From an optimization exercise on the open Yosys and OpenROAD flow, aimed at small area, a short achievable clock period and few clock cycles per item; shortcuts taken in it are not production practice. Only simulation tests tie the RTL to the original design; equivalence was not proved.

--- flow/flow/abc_map.script ---
strash
&get -n
&st
&dch
&nf -p -R 10
&put
topo
stime -c
--- flow/constraint.sdc ---
create_clock -name core_clock -period 7.0 [get_ports {CLK}]
set_input_delay 1.4000 -clock core_clock [delete_from_list [all_inputs] [get_ports {CLK}]]
set_output_delay 1.4000 -clock core_clock [all_outputs]
set_load 0.01 [all_outputs]
--- flow/standard.sh ---
#!/bin/bash
# synth_recipe.tcl (not shown) runs the flow's synth.tcl, then flattens the netlist and writes it again
# the make line also repeats each setting of config.mk as NAME=value (left out here)
make -C /OpenROAD-flow-scripts/flow DESIGN_CONFIG=/design/flow/config.mk WORK_HOME=/design/flow/orfs CLKGATE_MAP_FILE= SYNTH_SCRIPT=/design/flow/synth_recipe.tcl "${@:-finish}"
--- flow/design.v ---
`default_nettype none
package aesPkg;
  typedef logic [127:0] aesBlock_t;  
  typedef logic [7:0]   aesByte_t;
  typedef logic [31:0]  aesWord_t;
  localparam int NumRounds = 10;
  function automatic aesByte_t xtime(input aesByte_t a);
    xtime = {a[6:0], 1'b0} ^ (a[7] ? 8'h1b : 8'h00);
  endfunction
  function automatic aesByte_t rconOf(input logic [3:0] r);
    if (r[3] && (r[1] || r[0])) begin
      rconOf = r[1] ? 8'h36 : 8'h1b;
    end else begin
      rconOf = 8'h01 << (r[2:0] - 3'd1);
    end
  endfunction
endpackage
`default_nettype wire
`timescale 1ns/1ps
`default_nettype none
module roundCounter (
  input  wire        CLK,
  input  wire        EN,
  input  wire        start,
  input  wire        busy,
  output logic [3:0] roundCnt,
  output logic       lastRound
);
  assign lastRound = (roundCnt == 4'(aesPkg::NumRounds));
  always_ff @(posedge CLK) begin
    if (EN) begin
      if (start) begin
        roundCnt <= 4'd1;
      end else if (busy) begin
        roundCnt <= roundCnt + 4'd1;
      end
    end
  end
endmodule
`default_nettype wire
`timescale 1ns/1ps
`default_nettype none
module aesControl (
  input  wire  CLK,
  input  wire  RSTn,
  input  wire  EN,
  input  wire  Drdy,
  input  wire  Krdy,
  input  wire  lastRound,
  output logic keyLoad,
  output logic start,
  output logic Dvld,
  output logic Kvld,
  output logic BSY
);
  assign keyLoad = !BSY && Krdy;           
  assign start   = !BSY && !Krdy && Drdy;
  always_ff @(posedge CLK) begin
    if (!RSTn) begin
      BSY  <= 1'b0;
      Dvld <= 1'b0;
      Kvld <= 1'b0;
    end else if (EN) begin
      if (BSY) begin
        if (lastRound) begin
          BSY  <= 1'b0;
          Dvld <= 1'b1;  
        end
      end else begin
        Dvld <= 1'b0;  
        if (Krdy) begin
          Kvld <= 1'b1;
        end else if (Drdy) begin
          BSY  <= 1'b1;
          Kvld <= 1'b0;
        end
      end
    end
  end
endmodule
`default_nettype wire
`timescale 1ns/1ps
`default_nettype none
module sboxUnit (
  input  wire  [7:0] in,
  output logic [7:0] out
);
  logic u0, u1, u2, u3, u4, u5, u6, u7;
  logic t1, t2, t3, t4, t5, t6, t7, t8, t9, t10, t11, t12, t13, t14, t15, t16;
  logic t17, t18, t19, t20, t21, t22, t23, t24, t25, t26, t27;
  logic m1, m2, m3, m4, m5, m6, m7, m8, m9, m10, m11, m12, m13, m14, m15, m16;
  logic m17, m18, m19, m20, m21, m22, m23, m24, m25, m26, m27, m28, m29, m30;
  logic m31, m32, m33, m34, m35, m36, m37, m38, m39, m40, m41, m42, m43, m44, m45;
  logic m46, m47, m48, m49, m50, m51, m52, m53, m54, m55, m56, m57, m58, m59;
  logic m60, m61, m62, m63;
  logic l0, l1, l2, l3, l4, l5, l6, l7, l8, l9, l10, l11, l12, l13, l14, l15;
  logic l16, l17, l18, l19, l20, l21, l22, l23, l24, l25, l26, l27, l28, l29;
  assign {u0, u1, u2, u3, u4, u5, u6, u7} = in;  
  assign t1  = u0 ^ u3;
  assign t2  = u0 ^ u5;
  assign t3  = u0 ^ u6;
  assign t4  = u3 ^ u5;
  assign t5  = u4 ^ u6;
  assign t6  = t1 ^ t5;
  assign t7  = u1 ^ u2;
  assign t8  = u7 ^ t6;
  assign t9  = u7 ^ t7;
  assign t10 = t6 ^ t7;
  assign t11 = u1 ^ u5;
  assign t12 = u2 ^ u5;
  assign t13 = t3 ^ t4;
  assign t14 = t6 ^ t11;
  assign t15 = t5 ^ t11;
  assign t16 = t5 ^ t12;
  assign t17 = t9 ^ t16;
  assign t18 = u3 ^ u7;
  assign t19 = t7 ^ t18;
  assign t20 = t1 ^ t19;
  assign t21 = u6 ^ u7;
  assign t22 = t7 ^ t21;
  assign t23 = t2 ^ t22;
  assign t24 = t2 ^ t10;
  assign t25 = t20 ^ t17;
  assign t26 = t3 ^ t16;
  assign t27 = t1 ^ t12;
  assign m1  = t13 & t6;
  assign m2  = t23 & t8;
  assign m3  = t14 ^ m1;
  assign m4  = t19 & u7;
  assign m5  = m4 ^ m1;
  assign m6  = t3 & t16;
  assign m7  = t22 & t9;
  assign m8  = t26 ^ m6;
  assign m9  = t20 & t17;
  assign m10 = m9 ^ m6;
  assign m11 = t1 & t15;
  assign m12 = t4 & t27;
  assign m13 = m12 ^ m11;
  assign m14 = t2 & t10;
  assign m15 = m14 ^ m11;
  assign m16 = m3 ^ m2;
  assign m17 = m5 ^ t24;
  assign m18 = m8 ^ m7;
  assign m19 = m10 ^ m15;
  assign m20 = m16 ^ m13;
  assign m21 = m17 ^ m15;
  assign m22 = m18 ^ m13;
  assign m23 = m19 ^ t25;
  assign m24 = m22 ^ m23;
  assign m25 = m22 & m20;
  assign m26 = m21 ^ m25;
  assign m27 = m20 ^ m21;
  assign m28 = m23 ^ m25;
  assign m29 = m28 & m27;
  assign m30 = m26 & m24;
  assign m31 = m20 & m23;
  assign m32 = m27 & m31;
  assign m33 = m27 ^ m25;
  assign m34 = m21 & m22;
  assign m35 = m24 & m34;
  assign m36 = m24 ^ m25;
  assign m37 = m21 ^ m29;
  assign m38 = m32 ^ m33;
  assign m39 = m23 ^ m30;
  assign m40 = m35 ^ m36;
  assign m41 = m38 ^ m40;
  assign m42 = m37 ^ m39;
  assign m43 = m37 ^ m38;
  assign m44 = m39 ^ m40;
  assign m45 = m42 ^ m41;
  assign m46 = m44 & t6;
  assign m47 = m40 & t8;
  assign m48 = m39 & u7;
  assign m49 = m43 & t16;
  assign m50 = m38 & t9;
  assign m51 = m37 & t17;
  assign m52 = m42 & t15;
  assign m53 = m45 & t27;
  assign m54 = m41 & t10;
  assign m55 = m44 & t13;
  assign m56 = m40 & t23;
  assign m57 = m39 & t19;
  assign m58 = m43 & t3;
  assign m59 = m38 & t22;
  assign m60 = m37 & t20;
  assign m61 = m42 & t1;
  assign m62 = m45 & t4;
  assign m63 = m41 & t2;
  assign l0  = m61 ^ m62;
  assign l1  = m50 ^ m56;
  assign l2  = m46 ^ m48;
  assign l3  = m47 ^ m55;
  assign l4  = m54 ^ m58;
  assign l5  = m49 ^ m61;
  assign l6  = m62 ^ l5;
  assign l7  = m46 ^ l3;
  assign l8  = m51 ^ m59;
  assign l9  = m52 ^ m53;
  assign l10 = m53 ^ l4;
  assign l11 = m60 ^ l2;
  assign l12 = m48 ^ m51;
  assign l13 = m50 ^ l0;
  assign l14 = m52 ^ m61;
  assign l15 = m55 ^ l1;
  assign l16 = m56 ^ l0;
  assign l17 = m57 ^ l1;
  assign l18 = m58 ^ l8;
  assign l19 = m63 ^ l4;
  assign l20 = l0 ^ l1;
  assign l21 = l1 ^ l7;
  assign l22 = l3 ^ l12;
  assign l23 = l18 ^ l2;
  assign l24 = l15 ^ l9;
  assign l25 = l6 ^ l10;
  assign l26 = l7 ^ l9;
  assign l27 = l8 ^ l10;
  assign l28 = l11 ^ l14;
  assign l29 = l11 ^ l17;
  assign out = {l6 ^ l24, ~(l16 ^ l26), ~(l19 ^ l28), l6 ^ l21,
                l20 ^ l22, l25 ^ l29, ~(l13 ^ l27), ~(l6 ^ l23)};
endmodule
`default_nettype wire
`timescale 1ns/1ps
`default_nettype none
module stateArray (
  input  wire                    CLK,
  input  wire                    EN,
  input  wire                    start,
  input  wire                    busy,
  input  wire                    lastRound,
  input  wire aesPkg::aesBlock_t Din,
  input  wire aesPkg::aesBlock_t keyNext,    
  output aesPkg::aesBlock_t      Dout
);
  aesPkg::aesBlock_t stateQ;
  aesPkg::aesBlock_t subbed;
  aesPkg::aesBlock_t shifted;
  aesPkg::aesBlock_t mixed;
  aesPkg::aesBlock_t roundOut;
  function automatic aesPkg::aesWord_t mixColumn(input aesPkg::aesWord_t col);
    aesPkg::aesByte_t a [4];
    aesPkg::aesByte_t tot;
    aesPkg::aesWord_t res;
    for (int i = 0; i < 4; i++) begin
      a[i] = col[31-8*i -: 8];
    end
    tot = a[0] ^ a[1] ^ a[2] ^ a[3];
    for (int i = 0; i < 4; i++) begin
      res[31-8*i -: 8] = a[i] ^ tot ^ aesPkg::xtime(a[i] ^ a[(i+1)%4]);  
    end
    mixColumn = res;
  endfunction
  assign Dout = stateQ;
  for (genvar i = 0; i < 16; i++) begin : g_sbox
    sboxUnit i_sbox (.in(stateQ[127-8*i -: 8]), .out(subbed[127-8*i -: 8]));
  end
  always_comb begin
    for (int c = 0; c < 4; c++) begin
      for (int r = 0; r < 4; r++) begin
        shifted[127-8*(4*c+r) -: 8] = subbed[127-8*(4*((c+r)%4)+r) -: 8];
      end
    end
  end
  always_comb begin
    for (int c = 0; c < 4; c++) begin
      mixed[127-32*c -: 32] = mixColumn(shifted[127-32*c -: 32]);
    end
  end
  assign roundOut = (busy ? (lastRound ? shifted : mixed) : Din) ^ keyNext;
  always_ff @(posedge CLK) begin
    if (EN) begin
      if (busy || start) begin
        stateQ <= roundOut;
      end
    end
  end
endmodule
`default_nettype wire
`timescale 1ns/1ps
`default_nettype none
module keyArray (
  input  wire                    CLK,
  input  wire                    EN,
  input  wire                    keyLoad,
  input  wire                    busy,
  input  wire  [3:0]             roundCnt,
  input  wire aesPkg::aesBlock_t Kin,
  output aesPkg::aesBlock_t      keyNext       
);
  aesPkg::aesBlock_t cipherKey;
  aesPkg::aesBlock_t roundKey;  
  aesPkg::aesBlock_t workKey;   
  aesPkg::aesWord_t  w [4];
  aesPkg::aesWord_t  subRot;
  aesPkg::aesWord_t  nw [4];
  always_comb begin
    for (int c = 0; c < 4; c++) begin
      w[c] = workKey[127-32*c -: 32];
    end
  end
  sboxUnit i_ks0 (.in(w[3][23:16]), .out(subRot[31:24]));
  sboxUnit i_ks1 (.in(w[3][15:8]),  .out(subRot[23:16]));
  sboxUnit i_ks2 (.in(w[3][7:0]),   .out(subRot[15:8]));
  sboxUnit i_ks3 (.in(w[3][31:24]), .out(subRot[7:0]));
  always_comb begin
    aesPkg::aesWord_t t;
    t     = subRot ^ {aesPkg::rconOf(roundCnt), 24'h0};
    nw[0] = w[0] ^ t;
    nw[1] = (w[0] ^ w[1]) ^ t;
    nw[2] = (w[0] ^ w[1] ^ w[2]) ^ t;
    nw[3] = (w[0] ^ w[1] ^ w[2] ^ w[3]) ^ t;
  end
  assign roundKey = {nw[0], nw[1], nw[2], nw[3]};
  assign keyNext  = busy ? roundKey : cipherKey;
  always_ff @(posedge CLK) begin
    if (EN && keyLoad) begin
      cipherKey <= Kin;
    end
  end
  always_ff @(posedge CLK) begin
    if (!busy || EN) begin
      workKey <= keyNext;
    end
  end
endmodule
`default_nettype wire
`timescale 1ns/1ps
`default_nettype none
module aesCore (
  input  wire                CLK,
  input  wire                RSTn,
  input  wire                EN,
  input  wire                Drdy,
  input  wire                Krdy,
  input  wire aesPkg::aesBlock_t Din,
  input  wire aesPkg::aesBlock_t Kin,
  output aesPkg::aesBlock_t  Dout,
  output logic               Dvld,
  output logic               Kvld,
  output logic               BSY
);
  logic              keyLoad;
  logic              start;
  logic              lastRound;
  logic [3:0]        roundCnt;
  aesPkg::aesBlock_t keyNext;
  aesControl i_aesControl (
    .CLK(CLK), .RSTn(RSTn), .EN(EN), .Drdy(Drdy), .Krdy(Krdy),
    .lastRound(lastRound), .keyLoad(keyLoad), .start(start),
    .Dvld(Dvld), .Kvld(Kvld), .BSY(BSY)
  );
  roundCounter i_roundCounter (
    .CLK(CLK), .EN(EN), .start(start), .busy(BSY),
    .roundCnt(roundCnt), .lastRound(lastRound)
  );
  keyArray i_keyArray (
    .CLK(CLK), .EN(EN), .keyLoad(keyLoad), .busy(BSY), .roundCnt(roundCnt),
    .Kin(Kin), .keyNext(keyNext)
  );
  stateArray i_stateArray (
    .CLK(CLK), .EN(EN), .start(start), .busy(BSY), .lastRound(lastRound),
    .Din(Din), .keyNext(keyNext), .Dout(Dout)
  );
endmodule
`default_nettype wire
--- flow/flow/synth.tcl ---
# synth_recipe.tcl with one change: the ABC mapping script is flow/abc_map.script
proc synth {args} { yosys synth -nofsm -noshare {*}$args }
proc abc {args} {
  set i [lsearch -exact $args -script]
  if { $i >= 0 } { lset args [expr {$i + 1}] $::env(MY_ABC_SCRIPT) }
  yosys abc {*}$args
}
source $::env(SCRIPTS_DIR)/synth.tcl
# left out here: clear keep_hierarchy, flatten, clean up, hide names made inside functions, write 1_2_yosys.v
--- flow/config.mk ---
export PLATFORM = sky130hd
export DESIGN_NAME = aesCore
export DESIGN_NICKNAME = aesCore
export VERILOG_FILES = /design/flow/design.v
export SDC_FILE = /design/flow/constraint.sdc
export NUM_CORES = 4
export LEC_CHECK = 0
export CAP_MARGIN = 20
export CORE_MARGIN = 2
export CORE_UTILIZATION = 65
export PLACE_DENSITY = 0.8
export SETUP_SLACK_MARGIN = 0.45
export SLEW_MARGIN = 20
--- flow/flow/run.sh ---
#!/bin/bash
# The standard layout, with synthesis mapped by flow/abc_map.script instead of ORFS's ABC script,
# and the port buffers made of sky130_fd_sc_hd__buf_1 cells.
set -euo pipefail
W=$(pwd)
export MY_ABC_SCRIPT="$W/flow/abc_map.script"
bash standard.sh SYNTH_SCRIPT="$W/flow/synth.tcl" synth > "$W/synth.log" 2>&1
bash standard.sh SYNTH_SCRIPT="$W/flow/synth.tcl" "BUFFER_PORTS_ARGS=-buffer_cell sky130_fd_sc_hd__buf_1" finish > "$W/layout.log" 2>&1
test -s "$W/out/final.def"
==> impl_metrics.ini, run 1 <==
[critical_path]
critical_path_rt_ns = 7.36
regToRegStartpoint = i_stateArray.stateQ[12]
cp_cell_instances = xnor2_2 > xnor2_2 > xnor2_1 > ha_1 > xnor3_1 > xnor2_1 > buf_4 > o21ai_0 > nand3_1 > a21oi_1 > xnor2_1 > xnor3_1 > xor2_1 > xnor2_1 > buf_4 > xnor2_1 > xor2_1 > nor2_1 > xnor2_1 > a21oi_1 > buf_4 > xor2_1
crit_slowest_cell = edfxtp_1
critical_path.most_common_cell = xnor2_1
critPathLaunch = i_stateArray.stateQ[12]
reg2reg_setup_slack_ns = 0.62
crit_fanout = 10
max_stage_delay_ns = 0.63
r2r-end = i_stateArray.stateQ[75]
rr_worst_depth = 22
critical_path.startpoint_type = flop
endpoint_kind = flop
criticalPathCategory = flop to flop
worst-endpoint-arrival_ns = 6.73
capture_point_of_the_worst_path = i_stateArray.stateQ[75]

[route]
drt_drc_violations_left = 0
top_layer = met5
route.vias.total = 33800
vias_per_cell = 5.88
wire_per_inst_um = 23.2
routed_wirelength_um = 133000
routed-wl-met2_um = 58100
route.layer.met1.wl_um = 54000
route.met3.wl_um = 13600
route.antenna.remaining_nets = 0
dr.pass1.iters = 8
drt_first_iter_violations = 3927

[yosys]
synth_edf_count = 388
post_synth_and_or_nand_nor_area_fraction = 0.0970
synth_top_cells_by_count = xnor2_1 (1375), xor2_1 (649), edfxtp_1 (388)
yosysTopAreaCellShare = 0.292
yosys.area_share.xor_xnor = 0.493
synth_compound_gate_area_share = 0.0952
async_reset_ff_frac = 0
synth_area_um2 = 41200
ys_types = 47
post-synth-top-area-cell = xnor2_1
multiplexer_share_of_the_synthesized_area = 0.0117
synth_area_per_cell_um2 = 9.63
synth-adder-area-share = 0.0140
yosys-top-cells-area = xnor2_1 (29%), edfxtp_1 (28%), xor2_1 (14%)
main_combinational_cell_family_by_area_after_synthesis = XOR/XNOR gates
synthesis.yosys.warnings = 12
synthCells = 4281
syn-num-nets = 4588
postSynth.topFlopCell = edfxtp_1
post-synth-top-count-cell = xnor2_1
synth.ff_latch_count = 391
synth.yosys.seq_area_share = 0.284

[place]
gp_congestion = 1.04
detailedPlacementHpwl_um = 105000
port_buffers = 391
dp.cells = 5648

[global_route]
grt_first_pass_wirelength_um = 196000
number_of_global_route_vias_before_repair = 32100
pin_count_of_the_biggest_net_entering_global_routing = 194
globalRoute.totalOverflow = 0
grt_antenna_before_repair = 6
grt_usage = 0.393

[clocking]
cts.clk_slew.worst_paths_ns = 0.06
clock_tree_from_tritoncts = built
clock_sink_count = 391
insertion_delay_of_the_later_clocked_pin_in_the_worst_skew_pair_ns = 0.60
clock-root-buffer = clkbuf_16
htreeDepth = 2
cts_hold_buffers = 0
cts-buffers-inserted = 47
max-clock-path-buffers = 3

[die]
die_height_um = 256
placeableCoreArea_um2 = 62900
initial_core_util = 0.656
die-area_um2 = 65400
placementRows = 92
top_level_ports = 392
floorplan.die.width_um = 256

[run]
cap_viol_max_count = 0

[finish]
drive_above_1_share = 0.0729
fin_nets = 5168
final_cell_count_without_fillers = 5750
syn2layout_area_growth_pct = 15.3
num-fill-cells = 4691
sequential_cell_area_um2 = 11700
multi_input_area_um2 = 30400
finalCoreUtilization = 0.756

[min_path]
timing.hold.worst.class = flop to flop

[sta]
final_max_slew_viols = 0
worstMarginPinSlew_ns = 1.01
fin_worst_skew_ns = 0.0239
finalCritPeriodShare = 0.911
rsz0062_at_grt = yes
maximum_frequency_from_static_timing_analysis_mhz = 157
finalHoldViolations = 0
relative_slew_slack = 0.316
holdWs_ns = 0.514
final.min_clock_period_ns = 6.38
setup_viol = 0

[run_status]
status = no timing/DRC/antenna violations
[per-layer routing]
metal,track usage,vias to the layer above
li1,-,15600
met1,0.553,16000
met2,0.596,1900
met3,0.0543,318
met4,0.196,2
met5,0,-
[repair_timing]
action                                  in CTS  in global routing
endpoints found under the setup margin      18                114
pin swaps                                    1                  4
buffers inserted                             0                  9
gates resized for setup                     15                132
[cells by family (layout without fill, tap and decap cells)]
group / count (synthesis) / in the layout
adder cells (fa/ha/maj): 46 / 46
buffers and inverters: 49 / 666
AO/OA/AOI/OAI: 693 / 693
multiplexers: 47 / 47
flip-flops: 391 / 391
XOR/XNOR: 2139 / 2139
other: 0 / 6
AND/OR/NAND/NOR: 916 / 916
[worst min-delay path by stage]
stage	from	to	slack (ns)	depth (start not counted)
2_1_floorplan	i_aesControl.Dvld	i_aesControl.Dvld	0.53	2
3_3_place_gp	i_aesControl.Dvld	i_aesControl.Dvld	0.50	2
3_5_place_dp	i_aesControl.Dvld	i_aesControl.Dvld	0.50	2
4_1_cts	i_aesControl.Dvld	i_aesControl.Dvld	0.51	2
5_1_grt	i_aesControl.Dvld	i_aesControl.Dvld	0.57	2
6_report	i_aesControl.Dvld	i_aesControl.Dvld	0.51	2
[cells in the final DEF (no fill, tap or decap), types with 29 or more instances in the layout]
cell type,count
a21oi_1,243
buf_1,391
buf_4,134
clkbuf_16,49
clkinv_1,51
edfxtp_1,388
ha_1,46
mux2i_1,35
nand2_1,292
nand2b_1,72
nand3_1,29
nor2_1,377
nor2b_1,77
o211ai_1,52
o21ai_0,252
o22ai_1,37
xnor2_1,1276
xnor2_2,95
xnor3_1,99
xor2_1,619
xor2_2,30
[cell type report]
cell class,instances,area share
flip-flops and latches,391,0.247
repair buffers,531,0.0547
well taps,846,0.0223
multi-input cells,3841,0.639
clock buffers,59,0.0266
diodes,6,0.000316
inverters,49,0.00387
clock inverters,27,0.00619
[critical path, delay by kind of cell (launching register included)]
family / cells / cell delay [ns]
buffers and inverters: 3 / 0.55
AO/OA/AOI/OAI: 3 / 0.81
XOR/XNOR: 13 / 3.60
flip-flops: 1 / 0.63
AND/OR/NAND/NOR: 2 / 0.26
adder cells (fa/ha/maj): 1 / 0.30
[state kept, by name, indices dropped and copies added (netlist names)]
name	cells
i_aesControl.BSY	1
i_keyArray.cipherKey	128
i_aesControl.Kvld	1
i_aesControl.Dvld	1
i_keyArray.workKey	128
i_stateArray.stateQ	128
i_roundCounter.roundCnt	4
[stage by stage]
stage                     setup WS, ns  setup TNS (ns)  instance area [µm²]
after floorplan                  0.270               0                41200
after global placement          -0.112          -0.112                44800
after detailed placement        -0.109          -0.109                44800
after CTS                        0.332               0                46500
after global routing             0.291               0                47500
final                            0.624               0                47500
Testbench counts, summed over its fixed seeds: cycles 4,272, blocks 384.
==> inputs of run 2 (changes only) <==
--- a/flow/config.mk
+++ b/flow/config.mk
@@ -10,4 +10,4 @@
 export CORE_UTILIZATION = 65
 export PLACE_DENSITY = 0.8
-export SETUP_SLACK_MARGIN = 0.45
+export SETUP_SLACK_MARGIN = 0.6
 export SLEW_MARGIN = 20
==> run 2 against run 1 <==
Net effect:
- register-to-register slack gained 0.13 ns
- area after synthesis did not move
- still clean on timing, DRC and antenna
- via count up 0.63%
- worst hold slack better by 0.0095 ns
- largest cell class unchanged
- sequential cell count unchanged
- critical path type unchanged
==> impl_metrics.ini, run 2 <==
[run_status]
status = no timing/DRC/antenna violations

[route]
wire_per_inst_um = 23.3
drt_first_iter_violations = 4017
dr.pass1.iters = 8
vias_per_cell = 5.92
route.vias.total = 34100
route.antenna.remaining_nets = 0
drt_drc_violations_left = 0
routed_wirelength_um = 134000

[clocking]
insertion_delay_of_the_later_clocked_pin_in_the_worst_skew_pair_ns = 0.60
clock-root-buffer = clkbuf_16
cts-buffers-inserted = 47
max-clock-path-buffers = 3
htreeDepth = 2
clock_sink_count = 391
clock_tree_from_tritoncts = built
cts.clk_slew.worst_paths_ns = 0.06

[place]
port_buffers = 391
gp_congestion = 1.04
placement.setup.worst_slack_ns = -0.109
dp.cells = 5648
detailedPlacementHpwl_um = 105000
cell_area_after_placement_um2 = 44800

[critical_path]
worst-endpoint-arrival_ns = 6.58
regToRegStartpoint = i_stateArray.stateQ[113]
critical_path_rt_ns = 7.33
critPathLaunch = i_stateArray.stateQ[113]
critical_path.startpoint_type = flop
criticalPathCategory = flop to flop
crit_fanout = 8
endpoint_kind = flop
capture_point_of_the_worst_path = i_stateArray.stateQ[30]
reg2reg_setup_slack_ns = 0.75
r2r-end = i_stateArray.stateQ[30]
rr_worst_depth = 20

[finish]
largest_registers = i_keyArray.cipherKey x128, i_keyArray.workKey x128, i_stateArray.stateQ x128
stdcell_area_um2 = 48100
drive_above_1_share = 0.0883
finalCoreUtilization = 0.766
fin_nets = 5174
syn2layout_area_growth_pct = 16.8
final_cell_count_without_fillers = 5756
layout_common_cells = xnor2_1 (1237), xor2_1 (599), buf_1 (391)
layout_commonest_cell = xnor2_1

[sta]
finalCritPeriodShare = 0.893
relative_slew_slack = 0.342
totalNegativeSetupSlack_ns = 0
final.min_clock_period_ns = 6.25
fin_worst_skew_ns = 0.0187
maximum_frequency_from_static_timing_analysis_mhz = 160
final_max_slew_viols = 0
rsz0062_at_grt = yes
finalHoldViolations = 0
layout_setup_ws_ns = 0.752
worstMarginPinSlew_ns = 0.986
setup_viol = 0

[die]
top_level_ports = 392
placeableCoreArea_um2 = 62900
die_height_um = 256
die-area_um2 = 65400
initial_core_util = 0.656
floorplan.die.width_um = 256
placementRows = 92

[yosys]
synth.yosys.seq_area_share = 0.284
yosys-top-cells-area = xnor2_1 (29%), edfxtp_1 (28%), xor2_1 (14%)
post-synth-top-count-cell = xnor2_1
synth_area_um2 = 41200
yosysTopAreaCellShare = 0.292
syn-num-nets = 4588
postSynth.topFlopCell = edfxtp_1
synth_area_per_cell_um2 = 9.63
async_reset_ff_frac = 0
synth_edf_count = 388
synth_top_cells_by_count = xnor2_1 (1375), xor2_1 (649), edfxtp_1 (388)
synthCells = 4281
ys_types = 47
synth.ff_latch_count = 391
post-synth-top-area-cell = xnor2_1
synthesis.yosys.warnings = 12

[global_route]
pin_count_of_the_biggest_net_entering_global_routing = 194
grt_util_met2 = 0.597
number_of_global_route_vias_before_repair = 32100
grt_first_pass_wirelength_um = 196000
globalRoute.busiestLayer = met2
grt_antenna_before_repair = 6
globalRoute.totalOverflow = 0
grt_usage = 0.394
use_met1 = 0.556
grt_util_met3 = 0.0516

[run]
cap_viol_max_count = 0

[min_path]
timing.hold.worst.class = flop to flop
holdCritStartpoint = i_aesControl.Dvld
[run 2: cell count changes in the layout (fill, tap and decap cells not counted), moves of 6 or more]
cell and delta:
buf_4 +6, xnor2_1 -39, xnor2_2 +32, xnor2_4 +7
xnor3_1 -6, xnor3_2 +6, xor2_1 -20, xor2_2 +19
[run 2: per-layer routing]
metal	wire (µm)	vias to the layer above
met5	0	-
met4	7870	0
met3	13500	310
met2	58600	1964
met1	54100	16200
li1	-	15600
[run 2: worst min path at each step]
stage / to / slack [ns] / cells past startpoint
2_1_floorplan: i_aesControl.Dvld / 0.53 / 2
3_3_place_gp: i_aesControl.Dvld / 0.50 / 2
3_5_place_dp: i_aesControl.Dvld / 0.50 / 2
4_1_cts: i_aesControl.Dvld / 0.51 / 2
5_1_grt: i_aesControl.Dvld / 0.57 / 2
6_report: i_aesControl.Dvld / 0.52 / 2
[run 2: per-stage QoR]
stage	hold slack [ns]
6_report	0.523
5_1_grt	0.574
4_1_cts	0.513
3_5_place_dp	0.504
3_3_place_gp	0.502
2_1_floorplan	0.525
[run 2: repair_timing]
item                       CTS  global route
gates resized for setup     37           190
setup buffers                0            15
setup endpoints to repair   38           139
gates cloned                 0             0
hold buffers                 0             0
pin swaps                    2            11
[run 2: kinds of logic (layout without fill, tap and decap cells)]
logic type / Yosys count / after routing / share of synthesized area
AND/OR/NAND/NOR: 916 / 916 / 0.0970
AO/OA/AOI/OAI: 693 / 693 / 0.0952
buffers and inverters: 49 / 672 / 0.00446
XOR/XNOR: 2139 / 2139 / 0.493
multiplexers: 47 / 47 / 0.0117
other: 0 / 6 / 0
flip-flops: 391 / 391 / 0.284
adder cells (fa/ha/maj): 46 / 46 / 0.0140
[run 2: final cells by class]
type / count / area, µm²
Antenna cell: 6 / 15.0
Clock buffer: 59 / 1260
Clock inverter: 27 / 294
Fill cell: 4562 / 14700
Inverter: 49 / 184
Multi-Input combinational cell: 3841 / 30900
Sequential cell: 391 / 11700
Tap cell: 846 / 1060
Timing Repair Buffer: 537 / 2650
[run 2: worst max-delay path, cell delays in order, from the launching register on]
cell and delay, ns:
edfxtp_1 0.54, xnor2_4 0.32, xor2_2 0.30, xnor2_1 0.20, ha_1 0.28, xnor3_1 0.46
xnor2_4 0.26, o21ai_0 0.15, xor2_1 0.22, xnor2_1 0.31, xnor3_1 0.31, nand2b_1 0.19
xor2_1 0.25, xnor3_2 0.56, xor3_1 0.43, xnor2_1 0.27, xnor2_1 0.18, xnor2_1 0.09
mux2i_1 0.32, a21oi_1 0.14, xor2_1 0.18
==> inputs of run 3 (changes only) <==
--- a/flow/config.mk
+++ b/flow/config.mk
@@ -9,4 +9,5 @@
 export CORE_MARGIN = 2
 export CORE_UTILIZATION = 65
+export GPL_ROUTABILITY_DRIVEN = 0
 export PLACE_DENSITY = 0.8
 export SETUP_SLACK_MARGIN = 0.6
==> run 3 against run 2 <==
Net effect:
- final area down 0.69%
- sequential share of layout area grew 0.17 points
- setup slack got worse by 0.040 ns
- utilization is 0.53 points lower
- count of clock-buffer cells in the layout shrank 8
- final cell count down 0.75%
- sequential cell count did not move
- critical path type unchanged
- clock skew up 0.019 ns
- via count barely moved
- non-clock buffer count shrank 37
- still clean
- area after synthesis unchanged
==> impl_metrics.ini, run 3 <==
[critical_path]
rr_worst_depth = 19
max_stage_delay_ns = 0.63
path_delay_family = XOR/XNOR gates
criticalPathCategory = flop to flop
timing.critical_path.depth = 19
crit_slowest_cell = xnor3_1
endpoint_kind = flop
critical_path_rt_ns = 7.27
critical_path.startpoint_type = flop
cp_cell_instances = xnor3_1 > xnor2_1 > ha_1 > xnor2_1 > xnor2_1 > xor2_2 > and2_0 > o221ai_1 > xnor2_1 > xnor2_1 > xnor2_1 > xnor2_1 > xnor2_1 > xnor2_1 > nor2_1 > a211oi_1 > o21ai_0 > o21ai_0 > xnor2_1
critical_path.most_common_cell = xnor2_1
worst-endpoint-arrival_ns = 6.56
path_buf_inv = 0
crit_fanout = 7

[sta]
maximum_frequency_from_static_timing_analysis_mhz = 159
fin_worst_skew_ns = 0.0381
worstMarginPinSlew_ns = 1.06
finalCritPeriodShare = 0.898
holdWs_ns = 0.539
finalHoldViolations = 0
final_max_slew_viols = 0
relative_slew_slack = 0.294
final.min_clock_period_ns = 6.29
setup_viol = 0
totalNegativeSetupSlack_ns = 0
rsz0062_at_grt = yes

[die]
placeableCoreArea_um2 = 62900
initial_core_util = 0.656
placementRows = 92
die_height_um = 256
top_level_ports = 392
die-area_um2 = 65400
floorplan.die.width_um = 256

[finish]
multi_input_area_um2 = 31100
drive_above_1_share = 0.0835
layout_common_cells = xnor2_1 (1223), xor2_1 (603), buf_1 (391)
syn2layout_area_growth_pct = 16.0
num-fill-cells = 4311
largest_registers = i_keyArray.cipherKey x128, i_keyArray.workKey x128, i_stateArray.stateQ x128
layout_commonest_cell = xnor2_1
fin_nets = 5135
final_cell_count_without_fillers = 5713
sequential_cell_area_um2 = 11700

[yosys]
synth_area_um2 = 41200
syn-num-nets = 4588
post-synth-top-count-cell = xnor2_1
synthesis.yosys.warnings = 12
post-synth-top-area-cell = xnor2_1
synth.ff_latch_count = 391
yosys-top-cells-area = xnor2_1 (29%), edfxtp_1 (28%), xor2_1 (14%)
async_reset_ff_frac = 0
postSynth.topFlopCell = edfxtp_1
ys_types = 47
synthCells = 4281
synth_area_per_cell_um2 = 9.63
synth_edf_count = 388
yosysTopAreaCellShare = 0.292
synth_top_cells_by_count = xnor2_1 (1375), xor2_1 (649), edfxtp_1 (388)
synth.yosys.seq_area_share = 0.284

[route]
routed_wirelength_um = 130000
route.vias.total = 34000
dr.pass1.iters = 8
wire_per_inst_um = 22.7
vias_per_cell = 5.96
drt_drc_violations_left = 0
drt_first_iter_violations = 4418
route.antenna.remaining_nets = 0

[clocking]
clock-root-buffer = clkbuf_16
cts-buffers-inserted = 45
clock_tree_from_tritoncts = built
htreeDepth = 2
max-clock-path-buffers = 3
cts_hold_buffers = 0
clock_sink_count = 391
cts.clk_slew.worst_paths_ns = 0.06
insertion_delay_of_the_later_clocked_pin_in_the_worst_skew_pair_ns = 0.62

[global_route]
globalRoute.totalOverflow = 0
grt_util_met2 = 0.569
grt_util_met3 = 0.0636
globalRoute.busiestLayer = met2
pin_count_of_the_biggest_net_entering_global_routing = 130
grt_first_pass_wirelength_um = 190000
grt_antenna_before_repair = 6
number_of_global_route_vias_before_repair = 32000
grt_usage = 0.378
use_met1 = 0.507

[place]
detailedPlacementHpwl_um = 100000
port_buffers = 391
dp.cells = 5616

[min_path]
timing.hold.worst.class = flop to flop
worstHoldPathCells = 2

[run_status]
status = no timing/DRC/antenna violations

[run]
cap_viol_max_count = 0
==> run 3: logic make-up (layout without fill, tap and decap cells) <==
kind of cell,after synthesis,count (layout),synth area share
muxes,47,47,0.0117
xor gates and xnor gates,2139,2139,0.493
other,0,6,0
AOI/OAI and AO/OA,693,693,0.0952
and+or+nand+nor,916,916,0.0970
DFF,391,391,0.284
buffers and inverters,49,629,0.00446
adders and majority gates,46,46,0.0140
==> run 3: through the flow <==
step                       util  instance area [µm²]  setup slack (ns)
after global routing      0.760                47800             0.522
after CTS                 0.737                46300             0.601
after floorplan               -                41200             0.270
after global placement    0.708                44500             0.186
after detailed placement  0.708                44500            0.0719
final                     0.760                47800             0.712
==> run 3: worst reg2reg max path: stages (launching register included) <==
cell	delay, ns
edfxtp_1	0.56
xnor3_1	0.64
xnor2_1	0.27
ha_1	0.28
xnor2_1	0.14
xnor2_1	0.31
xor2_2	0.32
and2_0	0.27
o221ai_1	0.24
xnor2_1	0.41
xnor2_1	0.24
xnor2_1	0.18
xnor2_1	0.49
xnor2_1	0.17
xnor2_1	0.20
nor2_1	0.06
a211oi_1	0.33
o21ai_0	0.14
o21ai_0	0.42
xnor2_1	0.30
==> run 3: cell type report <==
type | instances | share of cell area
Inverter | 49 | 0.00385
Timing Repair Buffer | 500 | 0.0481
Clock buffer | 51 | 0.0245
Antenna cell | 6 | 0.000314
Sequential cell | 391 | 0.245
Clock inverter | 29 | 0.00597
Multi-Input combinational cell | 3841 | 0.650
Tap cell | 846 | 0.0221
==> run 3: path summary, 6_finish.rpt <==
path | start | endpoint | slack (ns)
worst max-delay path | i_stateArray.stateQ[13] | i_stateArray.stateQ[79] | 0.71
worst min-delay path | i_aesControl.Kvld | i_aesControl.Kvld | 0.54
worst max register to register | i_stateArray.stateQ[13] | i_stateArray.stateQ[79] | 0.71
worst min register to register | i_aesControl.Kvld | i_aesControl.Kvld | 0.54
==> run 3: what timing repair did <==
| action | 4_1_cts | 5_1_grt |
|---|---|---|
| buffers inserted | 0 | 11 |
| setup endpoints to repair | 49 | 127 |
| resized for setup | 42 | 209 |
| cloned | 0 | 0 |
| pin swaps | 2 | 18 |
==> run 3: metal layers <==
metal  up-vias  wire length (µm)
met5         -                12
met2      2121             56200
met4         2             10100
met1     15900             49500
li1      15500                 -
met3       440             14100
==> inputs of run 4 (changes only) <==
--- a/flow/config.mk
+++ b/flow/config.mk
@@ -11,4 +11,4 @@
 export GPL_ROUTABILITY_DRIVEN = 0
 export PLACE_DENSITY = 0.8
-export SETUP_SLACK_MARGIN = 0.6
+export SETUP_SLACK_MARGIN = 0.45
 export SLEW_MARGIN = 20
==> run 4 against run 3 <==
Net effect:
- still clean
- utilization decreased by 1.3 points
- critical path depth unchanged
- non-clock buffer count decreased by 9
- setup slack got worse by 0.22 ns
- worst hold slack improved by 0.0011 ns
- area after synthesis unchanged
- register-to-register slack got worse by 0.22 ns
- final cell count decreased by 0.16%
- critical endpoint is now i_stateArray.stateQ[41]
==> impl_metrics.ini, run 4 <==
[critical_path]
critical_path.startpoint_type = flop
critical_path_rt_ns = 7.35
worst-endpoint-arrival_ns = 6.86
crit_fanout = 9
endpoint_kind = flop
criticalPathCategory = flop to flop

[global_route]
grt_usage = 0.376
grt_first_pass_wirelength_um = 189000
grt_antenna_before_repair = 7
globalRoute.totalOverflow = 0
number_of_global_route_vias_before_repair = 31900
pin_count_of_the_biggest_net_entering_global_routing = 130

[clocking]
cts.clk_slew.worst_paths_ns = 0.07
clock_sink_count = 391
clock_tree_from_tritoncts = built
cts-buffers-inserted = 45
cts_hold_buffers = 0
clock-root-buffer = clkbuf_16
max-clock-path-buffers = 3
insertion_delay_of_the_later_clocked_pin_in_the_worst_skew_pair_ns = 0.61
htreeDepth = 2

[min_path]
timing.hold.worst.class = flop to flop

[die]
die_height_um = 256
top_level_ports = 392
die-area_um2 = 65400
initial_core_util = 0.656
placementRows = 92
placeableCoreArea_um2 = 62900
floorplan.die.width_um = 256

[route]
route.vias.total = 34000
vias_per_cell = 5.97
drt_drc_violations_left = 0
wire_per_inst_um = 22.5
routed_wirelength_um = 128000
dr.pass1.iters = 6
drt_first_iter_violations = 4394
route.antenna.remaining_nets = 0

[yosys]
postSynth.topFlopCell = edfxtp_1
synth_top_cells_by_count = xnor2_1 (1375), xor2_1 (649), edfxtp_1 (388)
post-synth-top-count-cell = xnor2_1
synthesis.yosys.warnings = 12
syn-num-nets = 4588
async_reset_ff_frac = 0
ys_types = 47
synth_area_um2 = 41200
synth_edf_count = 388
yosys-top-cells-area = xnor2_1 (29%), edfxtp_1 (28%), xor2_1 (14%)
post-synth-top-area-cell = xnor2_1
synth.yosys.seq_area_share = 0.284
synth.ff_latch_count = 391
synth_area_per_cell_um2 = 9.63
synthCells = 4281
yosysTopAreaCellShare = 0.292

[finish]
layout_common_cells = xnor2_1 (1284), xor2_1 (615), buf_1 (391)
syn2layout_area_growth_pct = 14.1
drive_above_1_share = 0.0629
fin_nets = 5126
layout_commonest_cell = xnor2_1
largest_registers = i_keyArray.cipherKey x128, i_keyArray.workKey x128, i_stateArray.stateQ x128
num-fill-cells = 4484

[sta]
worstMarginPinSlew_ns = 1.07
finalHoldViolations = 0
final_max_slew_viols = 0
finalCritPeriodShare = 0.930
totalNegativeSetupSlack_ns = 0
holdWs_ns = 0.540
fin_worst_skew_ns = 0.0362
rsz0062_at_grt = yes
maximum_frequency_from_static_timing_analysis_mhz = 154
relative_slew_slack = 0.286
setup_viol = 0
final.min_clock_period_ns = 6.51

[run_status]
status = no timing/DRC/antenna violations

[place]
detailedPlacementHpwl_um = 100000
port_buffers = 391

[run]
cap_viol_max_count = 0
-- run 4: cell counts after synthesis --
Identical to the previous run, type by type.
-- run 4: what timing repair did --
| action | 4_1_cts | 5_1_grt |
|---|---|---|
| buffers inserted | 0 | 2 |
| pin swaps | 0 | 3 |
| resized for setup | 15 | 127 |
| gates cloned | 0 | 0 |
| endpoints found under the setup margin | 23 | 113 |
-- run 4: cell type report --
class,instances,area [µm²],share of cell area
multi-input combinational,3841,30300,0.646
timing repair buffer,491,2230,0.0475
inverter,49,184,0.00391
tap,846,1060,0.0225
sequential,391,11700,0.249
antenna,6,15.0,0.000319
clock inverter,29,285,0.00607
clock buffer,51,1170,0.0249
-- run 4: worst max-delay path, cell delays in order, from the launching register on --
cell	delay, ns
edfxtp_1	0.55
xnor2_2	0.40
xnor2_1	0.18
nor2_1	0.43
xor2_2	0.32
xnor3_1	0.49
o211ai_1	0.31
a21boi_0	0.47
xnor2_1	0.24
nor2_1	0.12
xnor2_2	0.35
xnor2_2	0.18
xnor2_2	0.40
xnor2_4	0.20
xnor2_1	0.30
xor2_1	0.21
xnor2_1	0.08
o21ai_0	0.22
o21ai_0	0.34
xnor2_1	0.45
-- run 4: cells by family after synthesis --
logic type	share of synthesized area
XOR/XNOR	0.493
buffers and inverters	0.00446
flip-flops	0.284
multiplexers	0.0117
AO/OA/AOI/OAI	0.0952
AND/OR/NAND/NOR	0.0970
adder cells (fa/ha/maj)	0.0140
-- run 4: worst paths after layout --
check	startpoint	to	slack (ns)	cells past startpoint
max reg2reg	i_stateArray.stateQ[65]	i_stateArray.stateQ[41]	0.49	19
min	i_aesControl.Dvld	i_aesControl.Dvld	0.54	2
min reg2reg	i_aesControl.Dvld	i_aesControl.Dvld	0.54	2
max	i_stateArray.stateQ[65]	i_stateArray.stateQ[41]	0.49	19
-- run 4: per-stage QoR --
step	setup slack [ns]	std cells	util	instance area (µm²)
6_report	0.493	5704	0.748	47000
5_1_grt	0.330	5703	0.748	47000
4_1_cts	0.464	5696	0.733	46100
3_5_place_dp	0.0719	5616	0.708	44500
3_3_place_gp	0.186	5616	0.708	44500
2_1_floorplan	0.270	4281	-	41200
-- run 4: metal layers --
| layer | routed length (µm) | GRT usage |
|---|---|---|
| met3 | 14000 | 0.0646 |
| met4 | 9850 | 0.234 |
| met2 | 55200 | 0.567 |
| met1 | 49100 | 0.504 |
| met5 | 44 | 0 |
==> inputs of run 5 (changes only) <==
--- a/flow/config.mk
+++ b/flow/config.mk
@@ -8,7 +8,6 @@
 export CAP_MARGIN = 20
 export CORE_MARGIN = 2
-export CORE_UTILIZATION = 65
-export GPL_ROUTABILITY_DRIVEN = 0
-export PLACE_DENSITY = 0.8
-export SETUP_SLACK_MARGIN = 0.45
+export CORE_UTILIZATION = 50
+export PLACE_DENSITY = 0.7
+export SETUP_SLACK_MARGIN = 0.6
 export SLEW_MARGIN = 20
==> run 5 against run 4 <==
Net effect:
- utilization is 15 points lower
- register-to-register slack better by 0.32 ns
- area after synthesis unchanged
- critical path depth rose by 2
- clock skew is 0.0061 ns lower
- first-iteration DRC count decreased by 30%
- critical path type unchanged
- critical endpoint is now i_stateArray.stateQ[97]
==> impl_metrics.ini, run 5 <==
[route]
routed_wirelength_um = 138000
drt_drc_violations_left = 0
wire_per_inst_um = 22.9
route.vias.total = 33300
dr.pass1.iters = 6
vias_per_cell = 5.54
route.antenna.remaining_nets = 0
drt_first_iter_violations = 3072

[min_path]
holdCritStartpoint = i_aesControl.Dvld
timing.hold.worst.class = flop to flop

[clocking]
clock_tree_from_tritoncts = built
cts.clk_slew.worst_paths_ns = 0.06
clock-root-buffer = clkbuf_16
max-clock-path-buffers = 3
insertion_delay_of_the_later_clocked_pin_in_the_worst_skew_pair_ns = 0.65
cts-buffers-inserted = 50
htreeDepth = 2
clock_sink_count = 391

[yosys]
async_reset_ff_frac = 0
multiplexer_share_of_the_synthesized_area = 0.0117
synth_edf_count = 388
synth.yosys.seq_area_share = 0.284
post_synth_and_or_nand_nor_area_fraction = 0.0970
synthCells = 4281
yosys.area_share.xor_xnor = 0.493
synth.ff_latch_count = 391
synth_compound_gate_area_share = 0.0952
synth_area_per_cell_um2 = 9.63
yosys-top-cells-area = xnor2_1 (29%), edfxtp_1 (28%), xor2_1 (14%)
yosysTopAreaCellShare = 0.292
post-synth-top-count-cell = xnor2_1
synth_top_cells_by_count = xnor2_1 (1375), xor2_1 (649), edfxtp_1 (388)
ys_types = 47
post-synth-top-area-cell = xnor2_1
main_combinational_cell_family_by_area_after_synthesis = XOR/XNOR gates
synth_area_um2 = 41200
syn-num-nets = 4588
synth-adder-area-share = 0.0140
postSynth.topFlopCell = edfxtp_1
synthesis.yosys.warnings = 12

[critical_path]
criticalPathCategory = flop to flop
crit_slowest_cell = edfxtp_1
worst-endpoint-arrival_ns = 6.55
critical_path.most_common_cell = xnor2_1
crit_fanout = 8
endpoint_kind = flop
critical_path_rt_ns = 7.36
max_stage_delay_ns = 0.53
critical_path.startpoint_type = flop
cp_cell_instances = xnor2_1 > xnor2_1 > xnor2_1 > ha_1 > xnor3_1 > xor2_2 > a21oi_1 > xnor2_1 > nor2_1 > xnor2_1 > xor2_1 > xnor2_1 > xnor2_1 > buf_4 > xor2_1 > buf_4 > xor2_1 > xnor2_1 > o21ai_0 > o21ai_0 > xnor2_1
regToRegStartpoint = i_stateArray.stateQ[7]
critPathLaunch = i_stateArray.stateQ[7]

[place]
detailedPlacementHpwl_um = 109000
placement.setup.worst_slack_ns = 0.0803
gp_congestion = 0.997
port_buffers = 391

[global_route]
pin_count_of_the_biggest_net_entering_global_routing = 192
grt_usage = 0.312
grt_first_pass_wirelength_um = 200000
number_of_global_route_vias_before_repair = 31700
globalRoute.totalOverflow = 0
grt_antenna_before_repair = 6

[sta]
maximum_frequency_from_static_timing_analysis_mhz = 162
finalCritPeriodShare = 0.884
layout_setup_ws_ns = 0.811
totalNegativeSetupSlack_ns = 0
finalHoldViolations = 0
final.min_clock_period_ns = 6.19
relative_slew_slack = 0.351
fin_worst_skew_ns = 0.0302
setup_viol = 0
worstMarginPinSlew_ns = 0.974
final_max_slew_viols = 0
rsz0062_at_grt = yes

[die]
top_level_ports = 392
initial_core_util = 0.504
placeableCoreArea_um2 = 81800
placementRows = 105
floorplan.die.width_um = 291
die_height_um = 291
die-area_um2 = 84700

[finish]
layout_commonest_cell = xnor2_1
multi_input_area_um2 = 31000
largest_registers = i_keyArray.cipherKey x128, i_keyArray.workKey x128, i_stateArray.stateQ x128
sequential_cell_area_um2 = 11700
layout_common_cells = xnor2_1 (1225), xor2_1 (604), buf_1 (391)
drive_above_1_share = 0.0966
syn2layout_area_growth_pct = 18.5
num-fill-cells = 7141
fin_nets = 5194

[run]
cap_viol_max_count = 0

[run_status]
status = no timing/DRC/antenna violations
run 5: kinds of logic (layout without fill, tap and decap cells):
logic type | after synthesis | count (layout)
fa+ha+maj | 46 | 46
other cells | 0 | 5
simple gates | 916 | 916
buf+inv | 49 | 695
mux | 47 | 47
flops | 391 | 391
compound gates | 693 | 693
xor+xnor | 2139 | 2140
run 5: cell type report:
cell class / instances / share of cell area
Sequential cell: 391 / 0.240
Timing Repair Buffer: 553 / 0.0565
Multi-Input combinational cell: 3842 / 0.636
Inverter: 49 / 0.00377
Clock inverter: 39 / 0.0107
Tap cell: 1070 / 0.0274
Antenna cell: 5 / 0.000256
Clock buffer: 54 / 0.0259
run 5: worst max-delay path, delay by kind of cell (launching register included):
| family | cells | cell delay [ns] |
|---|---|---|
| xor+xnor | 14 | 3.90 |
| buf+inv | 2 | 0.39 |
| compound gates | 3 | 0.68 |
| fa+ha+maj | 1 | 0.27 |
| flops | 1 | 0.53 |
| simple gates | 1 | 0.15 |
run 5: path summary, 6_finish.rpt:
check        slack, ns                       to  depth (start not counted)
min reg2reg       0.52        i_aesControl.Dvld                          2
max reg2reg       0.81  i_stateArray.stateQ[97]                         21
min               0.52        i_aesControl.Dvld                          2
max               0.81  i_stateArray.stateQ[97]                         21
run 5: timing repair:
action | CTS | global route
resized for setup | 42 | 197
buffers inserted | 3 | 27
gates cloned | 0 | 1
hold buffers | 0 | 0
setup endpoints to repair | 56 | 130
pin swaps | 0 | 17
run 5: stage by stage:
| stage | utilization | area [µm²] | std cells | hold WS (ns) |
|---|---|---|---|---|
| 2_1_floorplan | - | 41200 | 4281 | 0.525 |
| 3_3_place_gp | 0.551 | 45100 | 5874 | 0.506 |
| 3_5_place_dp | 0.551 | 45100 | 5874 | 0.508 |
| 4_1_cts | 0.577 | 47200 | 5970 | 0.517 |
| 5_1_grt | 0.597 | 48800 | 6002 | 0.562 |
| 6_report | 0.597 | 48800 | 6003 | 0.524 |
run 5: routing by layer:
layer / track usage / vias up / part of all wire
met2: 0.487 / 1465 / 0.45
met1: 0.435 / 15900 / 0.43
li1: - / 15700 / -
met4: 0.116 / 0 / 0.042
met5: 0 / - / 0
met3: 0.0486 / 220 / 0.085

## afterwards: timing with drivers on the ports
The results above use ideal ports. As a check the final layouts listed here were re-extracted and re-timed, cells and wires unchanged.
Step 1 assumes that a clkbuf_16 drives the clock port and a buf_2 every other input.
Step 2, shift: input delay + t, output delay - t, t = (earliest + latest rising clock arrival at the registers) / 2. This alone moves slack from input paths to output paths.
Slacks: ideal ports / drivers / drivers and shift; pairs: ideal ports / drivers.
run | t (ns) | slack for setup (ns) | slew at the worst register clock pin (ns)
run 1 | 0.652 | 0.624 / 0.624 / 0.624 | 0.08 / 0.08
run 2 | 0.651 | 0.752 / 0.752 / 0.752 | 0.07 / 0.07
run 3 | 0.663 | 0.712 / 0.712 / 0.712 | 0.07 / 0.07
run 4 | 0.657 | 0.493 / 0.493 / 0.493 | 0.07 / 0.07
run 5 | 0.695 | 0.811 / 0.811 / 0.811 | 0.07 / 0.07
After both steps setup and hold are still met in every run listed.
